This is an optimization exercise on Yosys and OpenROAD, whose aim is small area and a short achievable clock period, not a production implementation.
At most, simulation tests tie the RTL to the original design; equivalence was not proved.
Power figures rest on the tool's default switching activity, not on a simulated workload.

== job 2381 ==
Design pipe_mul, start of the top module:
module pipe_mul #(
    parameter int XLEN   = 32,
    parameter int STAGES = 4,
    parameter int TAG_W  = 4
) (
    input  logic                clk_i,
    input  logic                rst_i,
    input  logic                req_i,
    input  logic                flush_i,
    input  logic [1:0]          op_i,
    input  logic [XLEN-1:0]     a_i,
    input  logic [XLEN-1:0]     b_i,
    input  logic [TAG_W-1:0]    tag_i,
    output logic                ready_o,
    output logic [XLEN-1:0]     result_o,
    output logic [2*XLEN-1:0]   product_o,
    output logic [TAG_W-1:0]    tag_o,
    output logic                busy_o
);
Size: ~3300 cells after synthesis, roughly 450 flip-flops, about 180 I/O pins.
==> flow/config.mk <==
export PLATFORM = sky130hd
export DESIGN_NAME = pipe_mul
export DESIGN_NICKNAME = pipe_mul
export VERILOG_FILES = /design/flow/design.v
export SDC_FILE = /design/flow/constraint.sdc
export NUM_CORES = 4
export LEC_CHECK = 0
export ABC_AREA = 1
export CAP_MARGIN = 20
export CORE_MARGIN = 2
export CORE_UTILIZATION = 40
export CTS_BUF_LIST = sky130_fd_sc_hd__clkbuf_4 sky130_fd_sc_hd__clkbuf_8
export CTS_CLUSTER_DIAMETER = 40
export CTS_CLUSTER_SIZE = 16
export SETUP_SLACK_MARGIN = 5
export SLEW_MARGIN = 20
export SYNTH_HIERARCHICAL = 1
==> flow/constraint.sdc <==
create_clock -name core_clock -period 8.5 [get_ports {clk_i}]
set_input_delay 1.7000 -clock core_clock [delete_from_list [all_inputs] [get_ports {clk_i}]]
set_output_delay 1.7000 -clock core_clock [all_outputs]
set_load 0.01 [all_outputs]
standard.sh (not shown) runs the stock make flow with config.mk's settings and CLKGATE_MAP_FILE= SYNTH_SCRIPT=/design/flow/synth_recipe.tcl, a recipe that flattens the netlist after the stock synthesis.
==> flow/flow/run.sh <==
#!/bin/bash
export BUFFER_PORTS_ARGS="-buffer_cell sky130_fd_sc_hd__buf_2"
bash standard.sh SETUP_SLACK_MARGIN=5.3 finish > standard.log 2>&1
Changes in job 9233 relative to job 2381:
==> flow/flow/run.sh <==
#!/bin/bash
# Standard layout with plain buf_2 port buffers and a clock tree without
# dummy loads.
export BUFFER_PORTS_ARGS="-buffer_cell sky130_fd_sc_hd__buf_2"
export CTS_ARGS="-sink_clustering_enable -repair_clock_nets -sink_clustering_size 16 -sink_clustering_max_diameter 40 -buf_list {sky130_fd_sc_hd__clkbuf_4 sky130_fd_sc_hd__clkbuf_8} -dont_use_dummy_load"
bash standard.sh > standard.log 2>&1
Notes after the runs:
Result: PASS for each of job 9233 and job 2381. Job 2381 → job 9233: total count of max-transition violations in the final report neither gained nor lost much; clock share of power lost 3.5 points. The met1 capacity usage during global routing of job 9233 falls short of that of job 2381 by 0.38 points.
Modified inputs, job 8294 compared to job 9233
==> flow/flow/run.sh <==
#!/bin/bash
# Standard layout with plain buf_2 port buffers and a clock tree without
# dummy loads; timing repair aims past the design's period (the SDC and its
# period are unchanged).
export BUFFER_PORTS_ARGS="-buffer_cell sky130_fd_sc_hd__buf_2"
export CTS_ARGS="-sink_clustering_enable -repair_clock_nets -sink_clustering_size 16 -sink_clustering_max_diameter 40 -buf_list {sky130_fd_sc_hd__clkbuf_4 sky130_fd_sc_hd__clkbuf_8} -dont_use_dummy_load"
bash standard.sh SETUP_SLACK_MARGIN=5.3 finish > standard.log 2>&1
diff --git a/flow/config.mk b/flow/config.mk
--- a/flow/config.mk
+++ b/flow/config.mk
@@ -16,2 +16,3 @@
 export SLEW_MARGIN = 20
 export SYNTH_HIERARCHICAL = 1
+export TNS_END_PERCENT = 10
Results
Status | job 8294 and job 9233 | clean. Setup WNS job 9233 -> job 8294: better. Fraction of layout instances using a drive strength above 1 in job 8294 is 2.3 points higher than in job 9233. Job 8294: area growth from synthesis to final layout is 3.4 points higher than what job 9233 reported. Changes observed in job 8294 relative to job 9233: maximum frequency picked up an extra 4.6%; number of inserted filler cells in the final layout saw a decrease; proportion of cell area spent on the clock network held.
> inputs changed (job 8294 -> job 843)
==> flow/flow/run.sh <==
#!/bin/bash
# Standard layout with plain buf_2 port buffers and a clock tree without
# dummy loads; timing repair aims past the design's period (the SDC and its
# period are unchanged).
export BUFFER_PORTS_ARGS="-buffer_cell sky130_fd_sc_hd__buf_2"
export CTS_ARGS="-sink_clustering_enable -repair_clock_nets -sink_clustering_size 20 -sink_clustering_max_diameter 40 -buf_list {sky130_fd_sc_hd__clkbuf_4 sky130_fd_sc_hd__clkbuf_8} -dont_use_dummy_load"
bash standard.sh SETUP_SLACK_MARGIN=5.25 finish > standard.log 2>&1
diff --git a/flow/config.mk b/flow/config.mk
--- a/flow/config.mk
+++ b/flow/config.mk
@@ -16,3 +16,2 @@
 export SLEW_MARGIN = 20
 export SYNTH_HIERARCHICAL = 1
-export TNS_END_PERCENT = 10
## What came out
- Compared with job 8294, job 843 shows a lower detailed-routed wire length on met3.
- Number of enable-type register cells in the synthesized netlist: job 8294 vs job 843 identical
- Comparing the two runs side by side, job 843 comes out behind job 8294 on final worst hold slack.
- The clock power on job 843 is in line with that on job 8294.
What job 1360 does differently from job 843 at the input level:
==> flow/flow/run.sh <==
#!/bin/bash
# Standard layout with plain buf_2 port buffers and a clock tree without
# dummy loads; timing repair aims past the design's period (the SDC and its
# period are unchanged).
export BUFFER_PORTS_ARGS="-buffer_cell sky130_fd_sc_hd__buf_2"
export CTS_ARGS="-sink_clustering_enable -repair_clock_nets -sink_clustering_size 16 -sink_clustering_max_diameter 40 -buf_list {sky130_fd_sc_hd__clkbuf_4 sky130_fd_sc_hd__clkbuf_8} -dont_use_dummy_load"
bash standard.sh SETUP_SLACK_MARGIN=5.2 finish > standard.log 2>&1
==> comparison <==
- Between job 843 and job 1360, the total area of multi-input combinational cells figures differ only marginally.
- Sequential fraction of total cell area for job 1360: 0.27 points up relative to job 843
- Worst hold slack was higher in job 1360 than in job 843.
- Going from job 843 to job 1360, number of signal-net inverters in the final layout rose 1, internal power fell by 0.48%, insertion delay to the later sink of the worst-skew pair shows no meaningful change, sequential cell count neither gained nor lost much.
- Area of all sequential standard cells delta (job 1360 -> job 843): insignificant
- Job 1360 — multi-input gate share of total cell area 0.78 points higher, job 843 as reference

* * *

## garnet
pipe_mul, a different RTL version from the one above (not shown whole).
For scale: ~3200 cells after synthesis, roughly 180 I/O pins, roughly 34000 sq um of cells after synthesis.
clock: 8.5 ns
lec_check: 0
abc_area: 1
cap_margin: 20
core_margin: 2
core_utilization: 40
cts_buf_list: sky130_fd_sc_hd__clkbuf_4 sky130_fd_sc_hd__clkbuf_8
setup_slack_margin: 5
slew_margin: 20
synth_hierarchical: 1
==> flow/flow/run.sh <==
#!/bin/bash
# Standard layout with plain buf_2 port buffers.
export BUFFER_PORTS_ARGS="-buffer_cell sky130_fd_sc_hd__buf_2"
bash standard.sh > standard.log 2>&1
Input changes introduced in onyx (baseline for comparison: garnet):
- CTS_BUF_LIST: sky130_fd_sc_hd__clkbuf_4 sky130_fd_sc_hd__clkbuf_8 -> unset
==> flow/flow/run.sh <==
#!/bin/bash
export BUFFER_PORTS_ARGS="-buffer_cell sky130_fd_sc_hd__buf_2"
bash standard.sh SETUP_SLACK_MARGIN=5.4 finish > standard.log 2>&1
Results
onyx vs garnet — global-route wire length before repair rose 4.3%. onyx: routing usage on met3 lower than garnet. As far as number of placed cells counting well taps is concerned, garnet and onyx perform about the same. Summary of onyx over garnet: minimum setup slack after placement +0.087 ns, combinational cell power +about 10%, count of cell instances traversed by the critical path +9. [onyx vs garnet] finished layout cell area: higher in onyx. Taking onyx over garnet, the clock-buffer cell count ratio works out to 0.60.
Function was not checked in any run of this note: the RTL went through the layout flow alone.

* * *

== run 1 ==
Another version of the RTL of pipe_mul (not shown whole).
Size in the first run: ~450 flip-flops, about 33,000 um^2 of cells after synthesis.
Settings: LEC_CHECK=0, ABC_AREA=1, CAP_MARGIN=20, CORE_MARGIN=2, CORE_UTILIZATION=40, CTS_BUF_LIST=sky130_fd_sc_hd__clkbuf_4 sky130_fd_sc_hd__clkbuf_8, CTS_CLUSTER_DIAMETER=40, CTS_CLUSTER_SIZE=16, SETUP_SLACK_MARGIN=5, SLEW_MARGIN=20, SYNTH_HIERARCHICAL=1; clock period 8.5 ns.
==> flow/flow/run.sh <==
#!/bin/bash
export BUFFER_PORTS_ARGS="-buffer_cell sky130_fd_sc_hd__buf_2"
bash standard.sh SETUP_SLACK_MARGIN=5.3 finish > standard.log 2>&1
Run 1: PASS, flow complete, no timing, DRC or antenna violations
Input changes introduced in run 2 (baseline for comparison: run 1):
==> flow/flow/run.sh <==
#!/bin/bash
# Standard layout with plain buf_2 port buffers.
export BUFFER_PORTS_ARGS="-buffer_cell sky130_fd_sc_hd__buf_2"
bash standard.sh > standard.log 2>&1
==> results.txt <==
The final layout from run 2, which completed every stage, passed the timing, design-rule and antenna checks at the end of the flow. From run 1 to run 2 the numbers moved as follows: sequential share of layout area climbed 0.82 points; wire length dropped about 5%. Comparing run 2 against run 1, there is no change at all in sequential cell count. Changes observed in run 2 relative to run 1: top achievable clock speed fell 0.39%; global-route usage stayed essentially flat.
Input changes introduced in run 3 (baseline for comparison: run 2):
# run 2
export LEC_CHECK = 0
export ABC_AREA = 1
export CAP_MARGIN = 20
export CORE_MARGIN = 2
export CORE_UTILIZATION = 40
export CTS_BUF_LIST = sky130_fd_sc_hd__clkbuf_4 sky130_fd_sc_hd__clkbuf_8
export CTS_CLUSTER_DIAMETER = 40
export CTS_CLUSTER_SIZE = 16
export SETUP_SLACK_MARGIN = 5
export SLEW_MARGIN = 20
export SYNTH_HIERARCHICAL = 1
create_clock -name core_clock -period 8.5 [get_ports {clk_i}]
# run 3
export LEC_CHECK = 0
export ABC_AREA = 1
export CAP_MARGIN = 20
export CORE_MARGIN = 2
export CORE_UTILIZATION = 40
export CTS_BUF_LIST = sky130_fd_sc_hd__clkbuf_4 sky130_fd_sc_hd__clkbuf_8
export CTS_CLUSTER_DIAMETER = 40
export CTS_CLUSTER_SIZE = 20
export SETUP_SLACK_MARGIN = 5
export SLEW_MARGIN = 20
export SYNTH_HIERARCHICAL = 1
create_clock -name core_clock -period 8.5 [get_ports {clk_i}]
- Every stage of the flow completed for run 3, and the final layout passed the timing, design-rule and antenna checks.
- For run 2, the end point of the critical path was r2_w1005$_DFF_P_, unlike run 3, where it was r2_w781$_DFF_P_.
- There was hardly any difference in internal power between run 3 and run 2.
- The met3 layer wire length in the routed design number comes out higher for run 2 vs run 3.
- As far as via-per-instance ratio is concerned, run 3 and run 2 perform about the same.
- Looking at detailed-route wire length per cell, run 3 sits 0.090 um lower than run 2 does.
- Diff run 3..run 2 | final design area excluding fillers | negligible
- ~same period utilization in run 2 and run 3
- Run 3 vs run 2: clock skew up in run 3
- Setup slack after layout | run 3 above run 2
Edits applied to the flow inputs when going from run 3 to run 4:
# run 3
export LEC_CHECK = 0
export ABC_AREA = 1
export CAP_MARGIN = 20
export CORE_MARGIN = 2
export CORE_UTILIZATION = 40
export CTS_BUF_LIST = sky130_fd_sc_hd__clkbuf_4 sky130_fd_sc_hd__clkbuf_8
export CTS_CLUSTER_DIAMETER = 40
export CTS_CLUSTER_SIZE = 20
export SETUP_SLACK_MARGIN = 5
export SLEW_MARGIN = 20
export SYNTH_HIERARCHICAL = 1
create_clock -name core_clock -period 8.5 [get_ports {clk_i}]
# run 4
export LEC_CHECK = 0
export ABC_AREA = 1
export CAP_MARGIN = 20
export CORE_MARGIN = 2
export CORE_UTILIZATION = 40
export CTS_BUF_LIST = sky130_fd_sc_hd__clkbuf_4 sky130_fd_sc_hd__clkbuf_8
export CTS_CLUSTER_DIAMETER = 40
export CTS_CLUSTER_SIZE = 16
export SETUP_SLACK_MARGIN = 5
export SLEW_MARGIN = 20
export SYNTH_HIERARCHICAL = 1
create_clock -name core_clock -period 8.5 [get_ports {clk_i}]
==> flow/flow/run.sh <==
#!/bin/bash
# Standard layout with plain buf_2 port buffers and a clock tree without
# dummy loads.
export BUFFER_PORTS_ARGS="-buffer_cell sky130_fd_sc_hd__buf_2"
export CTS_ARGS="-sink_clustering_enable -repair_clock_nets -sink_clustering_size 16 -sink_clustering_max_diameter 40 -buf_list {sky130_fd_sc_hd__clkbuf_4 sky130_fd_sc_hd__clkbuf_8} -dont_use_dummy_load"
bash standard.sh > standard.log 2>&1
==> results.txt <==
On met1 global-route usage, run 3 and run 4 are neck and neck.
Run 4 vs. run 3: number of buffers outside the clock class in the layout saw a decrease, sequential share of layout area saw an increase, setup slack saw a decrease.
When run 4 is measured against run 3, its fmax turns out 0.49% lower.
From run 3 to run 4 the numbers moved as follows: overall power of the completed layout has decreased; via count shrank by about 0.9%; total non-filler cell area in the finished layout went down by about 2.3%.
Global-route wire length before repair in run 4 is about 0.5% lower than in run 3
Comparing run 3 against run 4, there is no change at all in post-synthesis compound-gate area fraction.
Run 4 vs run 3: area fraction of clock buffers and clock inverters down in run 4

* * *

run K:
pipe_mul, a different RTL version from the one above (not shown whole).
Size: about 3200 cells after synthesis, about 460 flip-flops, ~0.034 sq mm of cells after synthesis.
Settings: LEC_CHECK=0, ABC_AREA=1, CAP_MARGIN=20, CORE_MARGIN=2, CORE_UTILIZATION=40, CTS_BUF_LIST=sky130_fd_sc_hd__clkbuf_8 sky130_fd_sc_hd__clkbuf_16, CTS_CLUSTER_DIAMETER=45, CTS_CLUSTER_SIZE=20, SETUP_SLACK_MARGIN=5, SLEW_MARGIN=20, SYNTH_HIERARCHICAL=1; clock period 8.5 ns.
==> flow/flow/run.sh <==
#!/bin/bash
# Standard layout with plain buf_2 port buffers.
export BUFFER_PORTS_ARGS="-buffer_cell sky130_fd_sc_hd__buf_2"
bash standard.sh > standard.log 2>&1
Run K has completed all stages; timing, DRC and antenna checks passed.
Setup changes, run K to run P
diff --git a/flow/config.mk b/flow/config.mk
--- a/flow/config.mk
+++ b/flow/config.mk
@@ -10,3 +10,3 @@
 export CORE_MARGIN = 2
-export CORE_UTILIZATION = 40
+export CORE_UTILIZATION = 60
 export CTS_BUF_LIST = sky130_fd_sc_hd__clkbuf_8 sky130_fd_sc_hd__clkbuf_16
## What came out
- The sequential share of layout area number comes out lower for run K vs run P.
- From run K to run P the numbers moved as follows: combinational logic power saw an increase, fraction of power consumed by combinational cells rose by 3.1 points, reported net switching power increased about 9%.
- Between run K and run P, hold slack increased.
- Relative to run K, final RePlAce weighted congestion has gone up in run P.
- Going from run K to run P, placeable core region dropped 34%; clock buffer instance count of the final layout went down; clock network power consumption lost about 6%.
No functional check of the RTL was part of any run of this note.

* * *

pipe_mul, a different RTL version from the one above (not shown whole).
For scale: ~3300 cells after synthesis, roughly 490 flip-flops, about 180 I/O pins, roughly 35000 um^2 of cells after synthesis.
==> flow/config.mk <==
export PLATFORM = sky130hd
export DESIGN_NAME = pipe_mul
export DESIGN_NICKNAME = pipe_mul
export VERILOG_FILES = /design/flow/design.v
export SDC_FILE = /design/flow/constraint.sdc
export NUM_CORES = 4
export LEC_CHECK = 0
export ABC_AREA = 1
export CAP_MARGIN = 20
export CORE_MARGIN = 2
export CORE_UTILIZATION = 40
export SETUP_SLACK_MARGIN = 5
export SLEW_MARGIN = 20
export SYNTH_HIERARCHICAL = 1
==> flow/constraint.sdc <==
create_clock -name core_clock -period 8.5 [get_ports {clk_i}]
set_input_delay 1.7000 -clock core_clock [delete_from_list [all_inputs] [get_ports {clk_i}]]
set_output_delay 1.7000 -clock core_clock [all_outputs]
set_load 0.01 [all_outputs]
run.sh (not shown) runs the stock make flow with config.mk's settings and CLKGATE_MAP_FILE= SYNTH_SCRIPT=/design/flow/synth_recipe.tcl, a recipe that flattens the netlist after the stock synthesis.
Stock flow here: none of the scripts above is used.
==> next run, changes <==
==> flow/flow/run.sh (new file) <==
#!/bin/bash
# Standard layout, with plain buffers on the ports.
cp standard.sh standard_sh.txt
export BUFFER_PORTS_ARGS="-buffer_cell sky130_fd_sc_hd__buf_2"
bash standard.sh > standard.log 2>&1
==> flow/standard.sh (new file) <==
#!/bin/bash
# synth_recipe.tcl (not shown) runs the flow's synth.tcl, then flattens the netlist and writes it again
# the make line also repeats each setting of config.mk as NAME=value (left out here)
make -C /OpenROAD-flow-scripts/flow DESIGN_CONFIG=/design/flow/config.mk WORK_HOME=/design/flow/orfs CLKGATE_MAP_FILE= SYNTH_SCRIPT=/design/flow/synth_recipe.tcl "${@:-finish}"
removed: flow/run.sh
Outcome:
- wire length stays flat
- design area went down by 2.2%
- final cell count barely changes
- area after synthesis stays the same
- sequential share of layout area went up by 0.56 points

separate check: timing with driven ports:
No port has a modelled driver above. Below, the same layouts with a new extraction and two added sets of constraints. Step 1 sets driving cells, clkbuf_16 on the clock port and buf_2 on the other inputs (assumed; they add their load-dependent delay and slew). Step 2 moves the port delays by t, midway between the first and last clock arrival at a register: inputs arrive t later, outputs are due t later. That takes back most of the time a late clock gives input paths. a / b / c = ideal ports / drivers / drivers and shift; a / b = the first two.
run | shift t [ns] | setup slack, ns | worst setup path at the end | worst slew at a driven data input, ns | pins driven straight from the clock port
job 2381 | 0.740 | 5.185 / 5.127 / 5.037 | input to register | 0.06 | 1
job 9233 | 0.703 | 5.040 / 5.040 / 5.040 | register to register | 0.06 | 1
job 8294 | 0.697 | 5.193 / 5.171 / 5.064 | input to register | 0.06 | 1
job 843 | 0.688 | 5.235 / 5.176 / 5.053 | input to register | 0.06 | 1
job 1360 | 0.699 | 5.185 / 5.117 / 5.056 | input to register | 0.05 | 1
garnet | 0.760 | 5.042 / 5.042 / 4.694 | input to register | 0.17 | 1
onyx | 0.698 | 4.989 / 4.989 / 4.969 | input to register | 0.15 | 1
run 1 | 0.743 | 5.069 / 5.002 / 5.258 | input to register | 0.06 | 1
run 2 | 0.742 | 5.056 / 4.998 / 5.056 | register to register | 0.06 | 1
run 3 | 0.748 | 5.060 / 4.995 / 5.060 | register to register | 0.06 | 1
run 4 | 0.707 | 5.043 / 5.029 / 5.043 | register to register | 0.06 | 1
run K | 0.689 | 5.062 / 5.051 / 4.597 | input to register | 0.06 | 1
run P | 0.704 | 5.022 / 5.022 / 4.878 | input to register | 0.04 | 1
the first run of note 5 | 0.695 | 4.876 / 4.876 / 4.445 | input to register | 0.16 | 1
the second run of note 5 | 0.696 | 4.926 / 4.926 / 4.588 | input to register | 0.17 | 1
After both steps every run listed still meets setup and hold. The setup slack of run K, which loses most, moves by -0.011 ns with the drivers and by -0.465 ns with both steps.
